What follows belongs to an exercise in optimizing a design on an open flow for small area, a short achievable clock period and few clock cycles per item; a production flow would make more cautious choices. RTL that was checked went through simulation tests only; none was proved equivalent to the original. No activity file was given, so power comes from the tool's default toggle rates.

Setup of indigo:
## dadda_mul
module dadda_mul
(
    input  logic        clk,
    input  logic        rst_n,
    input  logic        in_valid,
    input  logic        mode,
    input  logic [15:0] a,
    input  logic [15:0] b,
    output logic        out_valid,
    output logic [15:0] hi,
    output logic [15:0] lo
);
Settings: LEC_CHECK=0, ABC_AREA=1, CAP_MARGIN=20, CORE_MARGIN=2, CORE_UTILIZATION=40, CTS_CLUSTER_DIAMETER=150, CTS_CLUSTER_SIZE=30, SETUP_SLACK_MARGIN=2.2, SLEW_MARGIN=20, SYNTH_HIERARCHICAL=1, SYNTH_MINIMUM_KEEP_SIZE=0; clock period 4.0 ns.
run.sh (not shown) runs the stock make flow with config.mk's settings and CLKGATE_MAP_FILE= SYNTH_SCRIPT=/design/flow/synth_recipe.tcl, a recipe that flattens the netlist after the stock synthesis.
Edits applied to the flow inputs when going from indigo to quartz:
- CORE_UTILIZATION: 40 -> 60
- SETUP_SLACK_MARGIN: 2.2 -> 2.1
[summary]
Having completed the whole flow, quartz delivered a layout that passed the timing, DRC and antenna checks. Re total power: indigo was higher than quartz. Taking quartz over indigo, the die span in x ratio works out to 0.821. The clock network fraction of design power of indigo and that of quartz are within noise of each other. met5 as the highest routing layer actually used was reported by quartz, and met4 by indigo. On per-cell routed wire length, indigo and quartz are neck and neck.
No run of this note included a check of the RTL's function; only the layout flow was run.


Setup of main:
Another version of the RTL of dadda_mul (not shown whole).
Size in the first run: about 1100 cells after synthesis, roughly 250 flip-flops.
// dadda_mul
module dadda_mul
(
    input  logic        clk,
    input  logic        rst_n,
    input  logic        in_valid,
    input  logic        mode,
    input  logic [15:0] a,
    input  logic [15:0] b,
    output logic        out_valid,
    output logic [15:0] hi,
    output logic [15:0] lo
);
==> flow/config.mk <==
export PLATFORM = sky130hd
export DESIGN_NAME = dadda_mul
export DESIGN_NICKNAME = dadda_mul
export VERILOG_FILES = /design/flow/design.v
export SDC_FILE = /design/flow/constraint.sdc
export NUM_CORES = 4
export LEC_CHECK = 0
export ABC_AREA = 1
export CAP_MARGIN = 20
export CORE_MARGIN = 2
export CORE_UTILIZATION = 40
export CTS_CLUSTER_DIAMETER = 150
export CTS_CLUSTER_SIZE = 30
export SETUP_SLACK_MARGIN = 2.15
export SLEW_MARGIN = 20
export SYNTH_HIERARCHICAL = 1
export SYNTH_MINIMUM_KEEP_SIZE = 0
==> flow/constraint.sdc <==
create_clock -name core_clock -period 4.0 [get_ports {clk}]
set_input_delay 0.8000 -clock core_clock [delete_from_list [all_inputs] [get_ports {clk}]]
set_output_delay 0.8000 -clock core_clock [all_outputs]
set_load 0.01 [all_outputs]
standard.sh (not shown) runs the stock make flow with config.mk's settings and CLKGATE_MAP_FILE= SYNTH_SCRIPT=/design/flow/synth_recipe.tcl, a recipe that flattens the netlist after the stock synthesis.
==> flow/flow/run.sh <==
#!/bin/bash
# Standard ORFS layout, except that the port buffers are plain buf_1 cells
# (the default choice is a slow delay-buffer cell).
set -euo pipefail
bash standard.sh BUFFER_PORTS_ARGS="-buffer_cell sky130_fd_sc_hd__buf_1" finish > standard.log 2>&1
Testbench counts of main, summed over its fixed seeds: cycles 16,024, items 16,000.
Input changes introduced in the feature branch (baseline for comparison: main):
diff --git a/flow/config.mk b/flow/config.mk
--- a/flow/config.mk
+++ b/flow/config.mk
@@ -12,5 +12,5 @@
 export CTS_CLUSTER_DIAMETER = 150
 export CTS_CLUSTER_SIZE = 30
-export SETUP_SLACK_MARGIN = 2.15
+export SETUP_SLACK_MARGIN = 2.1
 export SLEW_MARGIN = 20
 export SYNTH_HIERARCHICAL = 1
==> results.txt <==
Of the two values seen for startpoint of the worst setup timing path, c277_q2$_DFF_P_ was produced by the feature branch and an12_q1$_DFF_P_ by main. The feature branch against main: routed length per placed instance held steady, share of total power in combinational logic shrank by 0.7 points, arithmetic-cell share of the synthesized area counting full adders, half adders and majority gates held steady.


## old
dadda_mul with an RTL version that a note above also has.
Size in the first run: ~69 I/O pins, roughly 0.012 sq mm of cells after synthesis.
make LEC_CHECK=0 ABC_AREA=1 CAP_MARGIN=20 CORE_MARGIN=2 CORE_UTILIZATION=40 CTS_CLUSTER_DIAMETER=150 CTS_CLUSTER_SIZE=30 GPL_TIMING_DRIVEN=1 SETUP_SLACK_MARGIN=2.0 SLEW_MARGIN=20 SYNTH_HIERARCHICAL=1 SYNTH_MINIMUM_KEEP_SIZE=0 finish   # period 4.0 ns
run.sh (not shown) runs the stock make flow with config.mk's settings and CLKGATE_MAP_FILE= SYNTH_SCRIPT=/design/flow/synth_recipe.tcl, a recipe that flattens the netlist after the stock synthesis.
Stock flow here: none of the scripts above is used.
Setup changes, old to new
Settings: SETUP_SLACK_MARGIN: 2.0 -> 2.1.
[summary]
- new went all the way through the flow, and no timing, DRC or antenna check failed.
- Highest attainable clock frequency, new vs old: up slightly
- Compared with old, in new post-route clock skew barely changed, post-place instance area closely matched the old numbers, peak per-stage delay on the critical path up 0.03 ns, synthesized-area fraction occupied by and/or/nand/nor cells did not really move, overall via count from detail_route went up 104.
- Total power of new is higher than that of old.
No run of this note included a check of the RTL's function; only the layout flow was run.


build 20:
dadda_mul, a different RTL version from the one above (not shown whole).
Size: ~1200 cells after synthesis, about 260 flip-flops, ~69 I/O pins, roughly 12000 sq um of cells after synthesis.
==> flow/design.v (excerpt) <==
module dadda_mul
(
    input  logic        clk,
    input  logic        rst_n,
    input  logic        in_valid,
    input  logic        mode,
    input  logic [15:0] a,
    input  logic [15:0] b,
    output logic        out_valid,
    output logic [15:0] hi,
    output logic [15:0] lo
);
    logic [3:0] vld;
    logic [31:0] prod;
    logic ax1;
    logic bx2;
    logic an3;
    logic an4;
    logic an5;
    logic an6;
    logic an7;
    logic an8;
    logic an9;
    logic an10;
    logic an11;
    logic an12;
    logic an13;
    logic an14;
    logic an15;
    logic an16;
    logic an17;
    logic an18;
    logic an19;
    logic onen20;
    logic twon21;
    logic onen20_q1;
    logic an3_q1;
    logic b_1_q1;
    logic pp22;
    logic an4_q1;
    logic twon21_q1;
    logic pp23;
    logic an5_q1;
    logic pp24;
    logic an6_q1;
    logic pp25;
    logic an7_q1;
    logic pp26;
    logic an8_q1;
    logic pp27;
    logic an9_q1;
    logic pp28;
    logic an10_q1;
    logic pp29;
    logic an11_q1;
    logic pp30;
    logic an12_q1;
    logic pp31;
    logic an13_q1;
    logic pp32;
    logic an14_q1;
    logic pp33;
    logic an15_q1;
    logic pp34;
    logic an16_q1;
    logic pp35;
    logic an17_q1;
    logic pp36;
    logic an18_q1;
    logic pp37;
    logic an19_q1;
    logic pp38;
    logic pp39;
    logic ppn40;
    logic onen41;
    logic twon42;
    logic onen41_q1;
    logic b_3_q1;
    logic pp43;
    logic twon42_q1;
    logic pp44;
    logic pp45;
    logic pp46;
    logic pp47;
    logic pp48;
    logic pp49;
    logic pp50;
    logic pp51;
    logic pp52;
    logic pp53;
    logic pp54;
    logic pp55;
    logic pp56;
    logic pp57;
    logic pp58;
    logic pp59;
    logic pp60;
    logic onen61;
    logic twon62;
    logic onen61_q1;
    logic b_5_q1;
    logic pp63;
    logic twon62_q1;
    logic pp64;
    logic pp65;
    logic pp66;
    logic pp67;
    logic pp68;
    logic pp69;
    logic pp70;
    logic pp71;
    logic pp72;
    logic pp73;
    logic pp74;
    logic pp75;
    logic pp76;
    logic pp77;
    logic pp78;
    logic pp79;
    logic pp80;
    logic onen81;
    logic twon82;
    logic onen81_q1;
    logic b_7_q1;
    logic pp83;
    logic twon82_q1;
    logic pp84;
    logic pp85;
    logic pp86;
    logic pp87;
    logic pp88;
    logic pp89;
    logic pp90;
  ...
Settings: LEC_CHECK=0, ABC_AREA=1, CAP_MARGIN=20, CORE_MARGIN=2, CORE_UTILIZATION=40, CTS_CLUSTER_DIAMETER=150, CTS_CLUSTER_SIZE=30, SETUP_SLACK_MARGIN=2.05, SLEW_MARGIN=20, SYNTH_HIERARCHICAL=1, SYNTH_MINIMUM_KEEP_SIZE=0; clock period 4.0 ns.
standard.sh (not shown) runs the stock make flow with config.mk's settings and CLKGATE_MAP_FILE= SYNTH_SCRIPT=/design/flow/synth_recipe.tcl, a recipe that flattens the netlist after the stock synthesis.
Scripts as last shown in full above: flow/flow/run.sh
Testbench counts of build 20, summed over its fixed seeds: cycles 16,024, items 16,000.
Here is what was changed in the inputs of build 40 compared with build 20.
Settings: SETUP_SLACK_MARGIN now 2.15, was 2.05.
Notes after the runs:
Wire length: build 40 vs build 20 down 0.62%. When the final numbers for build 20 and build 40 were put side by side, the final worst-path setup slack turned out to be greater in build 40. Looking at growth of design area from synthesis to finish across build 20 and build 40, the one that comes out lower is build 20. Build 40 ended up with a higher total power divided by cell area than build 20 did. Smallest hold slack (build 40 over build 20): decrease, 14 ps. As of build 40, fmax had risen slightly compared to build 20. Final setup skew, build 20 and build 40, higher one = build 20. Worst setup slack before clock tree synthesis: build 40 > build 20.
#### Input delta (build 54 over build 40)
Settings: changing SETUP_SLACK_MARGIN from 2.15 to 2.1; setting GPL_TIMING_DRIVEN to 1 for the first time.
==> flow/run.sh (new file) <==
#!/bin/bash
# synth_recipe.tcl (not shown) runs the flow's synth.tcl, then flattens the netlist and writes it again
# the make line also repeats each setting of config.mk as NAME=value (left out here)
make -C /OpenROAD-flow-scripts/flow DESIGN_CONFIG=/design/flow/config.mk WORK_HOME=/design/flow/orfs CLKGATE_MAP_FILE= SYNTH_SCRIPT=/design/flow/synth_recipe.tcl finish
removed: flow/flow/run.sh
removed: flow/standard.sh
==> results.txt <==
From build 40 to build 54 the numbers moved as follows: buffer count excluding the clock tree in the final layout has increased; half-perimeter wire length after detailed placement held steady; worst-case register-to-register setup slack now sits higher; number of vias in the routed layout went up 75; fmax went up 4.6 MHz.
Final-layout fill cell count ends up lower on build 54.
Relative to build 40, proportion of layout cells with a drive suffix above 1 decreased by 1.1 points in build 54.
#### Input delta (build 3 over build 54)
Settings: SETUP_SLACK_MARGIN: 2.1 -> 2.2; GPL_TIMING_DRIVEN: 1 -> unset.
- According to the power report, total power for build 3 is higher than for build 54.
- Relative to build 54, met2 usage has decreased by 0.31 points in build 3.
- Build 3: all stages complete, timing, DRC and antenna checks passed
- Status: cell count after placement parity (build 3, build 54)
- Portion of total power attributed to the clock network (build 3 over build 54): decrease, 0.5 points
- Diff build 54 -> build 3: via count of the routed design fell by 52; maximum frequency fell by about 1%.


== job 6703 ==
dadda_mul again, from the RTL that the note above started with.
## dadda_mul
module dadda_mul
(
    input  logic        clk,
    input  logic        rst_n,
    input  logic        in_valid,
    input  logic        mode,
    input  logic [15:0] a,
    input  logic [15:0] b,
    output logic        out_valid,
    output logic [15:0] hi,
    output logic [15:0] lo
);
==> flow/config.mk <==
export PLATFORM = sky130hd
export DESIGN_NAME = dadda_mul
export DESIGN_NICKNAME = dadda_mul
export VERILOG_FILES = /design/flow/design.v
export SDC_FILE = /design/flow/constraint.sdc
export NUM_CORES = 4
export LEC_CHECK = 0
export ABC_AREA = 1
export CAP_MARGIN = 20
export CORE_MARGIN = 2
export CORE_UTILIZATION = 40
export CTS_CLUSTER_DIAMETER = 150
export CTS_CLUSTER_SIZE = 30
export SETUP_SLACK_MARGIN = 2.1
export SLEW_MARGIN = 20
export SYNTH_HIERARCHICAL = 1
export SYNTH_MINIMUM_KEEP_SIZE = 0
==> flow/constraint.sdc <==
create_clock -name core_clock -period 4.0 [get_ports {clk}]
set_input_delay 0.8000 -clock core_clock [delete_from_list [all_inputs] [get_ports {clk}]]
set_output_delay 0.8000 -clock core_clock [all_outputs]
set_load 0.01 [all_outputs]
==> flow/flow/run.sh <==
#!/bin/bash
# Standard ORFS layout, except that the port buffers are plain buf_1 cells
# (the default choice is a slow delay-buffer cell).
set -euo pipefail
bash standard.sh BUFFER_PORTS_ARGS="-buffer_cell sky130_fd_sc_hd__buf_1" finish > standard.log 2>&1
Job 6703: flow completed, timing, DRC and antenna clean
Testbench counts of job 6703, summed over its fixed seeds: cycles 16,024, items 16,000.
Edits applied to the flow inputs when going from job 6703 to job 9825:
==> flow/flow/run.sh <==
#!/bin/bash
# Standard ORFS layout, except that the port buffers are plain buf_2 cells
# (the default choice is a slow delay-buffer cell).
set -euo pipefail
bash standard.sh BUFFER_PORTS_ARGS="-buffer_cell sky130_fd_sc_hd__buf_2" finish > standard.log 2>&1
- Cmp job 9825 vs job 6703: internal power higher in job 9825
- Compared with job 6703, in job 9825 proportion of power drawn by the clock network ~0 delta, total power consumption of the routed design +1.1%, routed wire length +about 0.9%, combinational fraction of design power +0.6 points, proportion of cell area occupied by multi-input gates -0.23 points.
- Delta (job 9825 minus job 6703): global-route wire length before repair has increased; met1 track utilization from global routing went down.
What job 4730 does differently from job 9825 at the input level:
==> flow/run.sh (new file) <==
#!/bin/bash
# synth_recipe.tcl (not shown) runs the flow's synth.tcl, then flattens the netlist and writes it again
# the make line also repeats each setting of config.mk as NAME=value (left out here)
make -C /OpenROAD-flow-scripts/flow DESIGN_CONFIG=/design/flow/config.mk WORK_HOME=/design/flow/orfs CLKGATE_MAP_FILE= SYNTH_SCRIPT=/design/flow/synth_recipe.tcl finish
removed: flow/flow/run.sh
removed: flow/standard.sh
For non-filler instance count after layout, job 9825 and job 4730 come out practically identical. Changes observed in job 4730 relative to job 9825: instance count after placement with tap cells included shows no meaningful change, wire length held, share of total power in sequential cells went up 0.3 points.


dadda_mul, a different RTL version from the one above (not shown whole).
Size in the first run: roughly 330 flip-flops, roughly 69 I/O pins.
export LEC_CHECK = 0
export ABC_AREA = 1
export CAP_MARGIN = 20
export CORE_MARGIN = 2
export CORE_UTILIZATION = 40
export CTS_CLUSTER_DIAMETER = 150
export CTS_CLUSTER_SIZE = 30
export SETUP_SLACK_MARGIN = 2.2
export SLEW_MARGIN = 20
export SYNTH_HIERARCHICAL = 1
export SYNTH_MINIMUM_KEEP_SIZE = 0
create_clock -name core_clock -period 4.0 [get_ports {clk}]
==> flow/flow/run.sh <==
#!/bin/bash
# Standard ORFS layout, except that the port buffers are plain buf_2 cells
# (the default choice is a slow delay-buffer cell).
set -euo pipefail
bash standard.sh BUFFER_PORTS_ARGS="-buffer_cell sky130_fd_sc_hd__buf_2" finish > standard.log 2>&1
Testbench counts at the start, summed over its fixed seeds: cycles 16,032, items 16,000.
==> next run, changes <==
==> flow/run.sh (new file) <==
#!/bin/bash
# synth_recipe.tcl (not shown) runs the flow's synth.tcl, then flattens the netlist and writes it again
# the make line also repeats each setting of config.mk as NAME=value (left out here)
make -C /OpenROAD-flow-scripts/flow DESIGN_CONFIG=/design/flow/config.mk WORK_HOME=/design/flow/orfs CLKGATE_MAP_FILE= SYNTH_SCRIPT=/design/flow/synth_recipe.tcl finish
Settings changed: CORE_UTILIZATION 40 to 60.
removed: flow/flow/run.sh
removed: flow/standard.sh
Setup slack gets better by 0.012 ns.
Via count went down slightly.
Cell count shrinks by roughly a tenth.
Flip-flop and latch count does not change.
Sequential share of layout area rose by 0.45 points.
Total power drops slightly.


## build 43
Another version of the RTL of dadda_mul (not shown whole).
Size in the first run: roughly 1200 cells after synthesis, about 69 I/O pins, about 0.012 mm2 of cells after synthesis.
export LEC_CHECK = 0
export ABC_AREA = 1
export CAP_MARGIN = 20
export CORE_MARGIN = 2
export CORE_UTILIZATION = 55
export CTS_CLUSTER_DIAMETER = 150
export CTS_CLUSTER_SIZE = 30
export SETUP_SLACK_MARGIN = 2.1
export SLEW_MARGIN = 20
export SYNTH_HIERARCHICAL = 1
export SYNTH_MINIMUM_KEEP_SIZE = 0
create_clock -name core_clock -period 4.0 [get_ports {clk}]
==> flow/flow/run.sh <==
#!/bin/bash
# Standard ORFS layout, except that the port buffers are plain buf_1 cells
# (the default choice is a slow delay-buffer cell).
set -euo pipefail
bash standard.sh BUFFER_PORTS_ARGS="-buffer_cell sky130_fd_sc_hd__buf_1" finish > standard.log 2>&1
Testbench counts of build 43, summed over its fixed seeds: cycles 16,024, items 16,000.
Changes in build 92 relative to build 43:
- CTS_CLUSTER_SIZE changed from 30 to 20
- CORE_UTILIZATION changed from 55 to 40
- CTS_CLUSTER_DIAMETER changed from 150 to 100
--- outcome ---
Build 43 vs build 92, worst setup path startpoint: s246_q2 vs s224_q2. Looking at switching power total across both flows, build 92 is the weaker of the two, with build 43 ahead. The first-pass GRT wire length in build 43 is 0.947 times that in build 92. Build 92 ends up with a number of non-clock buffers that is 8.2% higher than in build 43. Between build 43 and build 92, the difference in setup slack is negligible.
--- input diff build 92..build 18 ---
- CORE_UTILIZATION now 50, was 40
- CTS_CLUSTER_DIAMETER now 150, was 100
- CTS_CLUSTER_SIZE now 30, was 20
[summary]
| share of cell area taken by flip-flops and latches | build 18 vs build 92 | 1.0 points higher |
In the reports for build 92 and build 18, the larger worst hold slack belongs to build 18.
Changes observed in build 18 relative to build 92: clock group power decreased by about 19% relative to the old numbers, portion of the clock cycle consumed by the worst path in the final layout decreased by 0.25 points relative to the old numbers, via count of the first global-routing pass decreased by 613 relative to the old numbers, DRC violation total after the first TritonRoute iteration decreased by about 12% relative to the old numbers.
Of build 92 and build 18, the higher design area belongs to build 92.
In build 18, post-route clock skew is lower than in build 92.
Build 18 has more setup slack than build 92.
The run with more routed wire is build 92, not build 18.

## afterwards: timing with drivers on the ports
How much do the figures lean on ideal ports? The routed layouts below were timed once more, with nothing changed but the port constraints.
Step 1, drivers: a clkbuf_16 drives clk and a buf_2 each remaining input, both assumed.
Step 2 moves the port delays by t, midway between the first and last clock arrival at a register: inputs arrive t later, outputs are due t later. That takes back most of the time a late clock gives input paths.
Slacks: ideal ports / drivers / drivers and shift; pairs: ideal ports / drivers.
| run | t, ns | setup slack, ns | hold slack, ns | cell pins on the clock port's net |
|---|---|---|---|---|
| indigo | 0.532 | 2.056 / 2.056 / 2.056 | 0.334 / 0.334 / 0.334 | 1 |
| quartz | 0.529 | 2.060 / 2.060 / 2.060 | 0.335 / 0.335 / 0.335 | 1 |
| main | 0.528 | 2.087 / 2.087 / 2.087 | 0.106 / 0.085 / 0.333 | 1 |
| the feature branch | 0.524 | 2.119 / 2.119 / 2.119 | 0.108 / 0.085 / 0.335 | 1 |
| old | 0.537 | 2.039 / 2.021 / 2.039 | 0.337 / 0.337 / 0.337 | 1 |
| new | 0.536 | 2.056 / 2.056 / 2.056 | 0.336 / 0.336 / 0.336 | 1 |
| build 20 | 0.536 | 2.030 / 2.030 / 2.030 | 0.124 / 0.097 / 0.335 | 1 |
| build 40 | 0.534 | 2.054 / 2.054 / 2.054 | 0.110 / 0.081 / 0.337 | 1 |
| build 54 | 0.532 | 2.071 / 2.071 / 2.071 | 0.329 / 0.329 / 0.329 | 1 |
| build 3 | 0.526 | 2.051 / 2.051 / 2.051 | 0.336 / 0.336 / 0.336 | 1 |
| job 6703 | 0.537 | 2.056 / 2.056 / 2.056 | 0.125 / 0.098 / 0.333 | 1 |
| job 9825 | 0.538 | 2.064 / 2.064 / 2.064 | 0.086 / 0.059 / 0.321 | 1 |
| job 4730 | 0.532 | 2.071 / 2.071 / 2.071 | 0.329 / 0.329 / 0.329 | 1 |
| the first run of note 6 | 0.545 | 2.182 / 2.134 / 2.253 | 0.067 / 0.040 / 0.332 | 1 |
| the second run of note 6 | 0.529 | 2.194 / 2.150 / 2.191 | 0.293 / 0.293 / 0.293 | 1 |
| build 43 | 0.524 | 2.056 / 2.056 / 2.056 | 0.105 / 0.082 / 0.341 | 1 |
| build 92 | 0.542 | 2.054 / 2.054 / 2.054 | 0.102 / 0.079 / 0.332 | 1 |
| build 18 | 0.531 | 2.064 / 2.064 / 2.064 | 0.112 / 0.088 / 0.337 | 1 |
After both steps setup and hold are still met in every run listed. The setup slack of the second run of note 6, which loses most, moves by -0.044 ns with the drivers and by -0.003 ns with both steps.
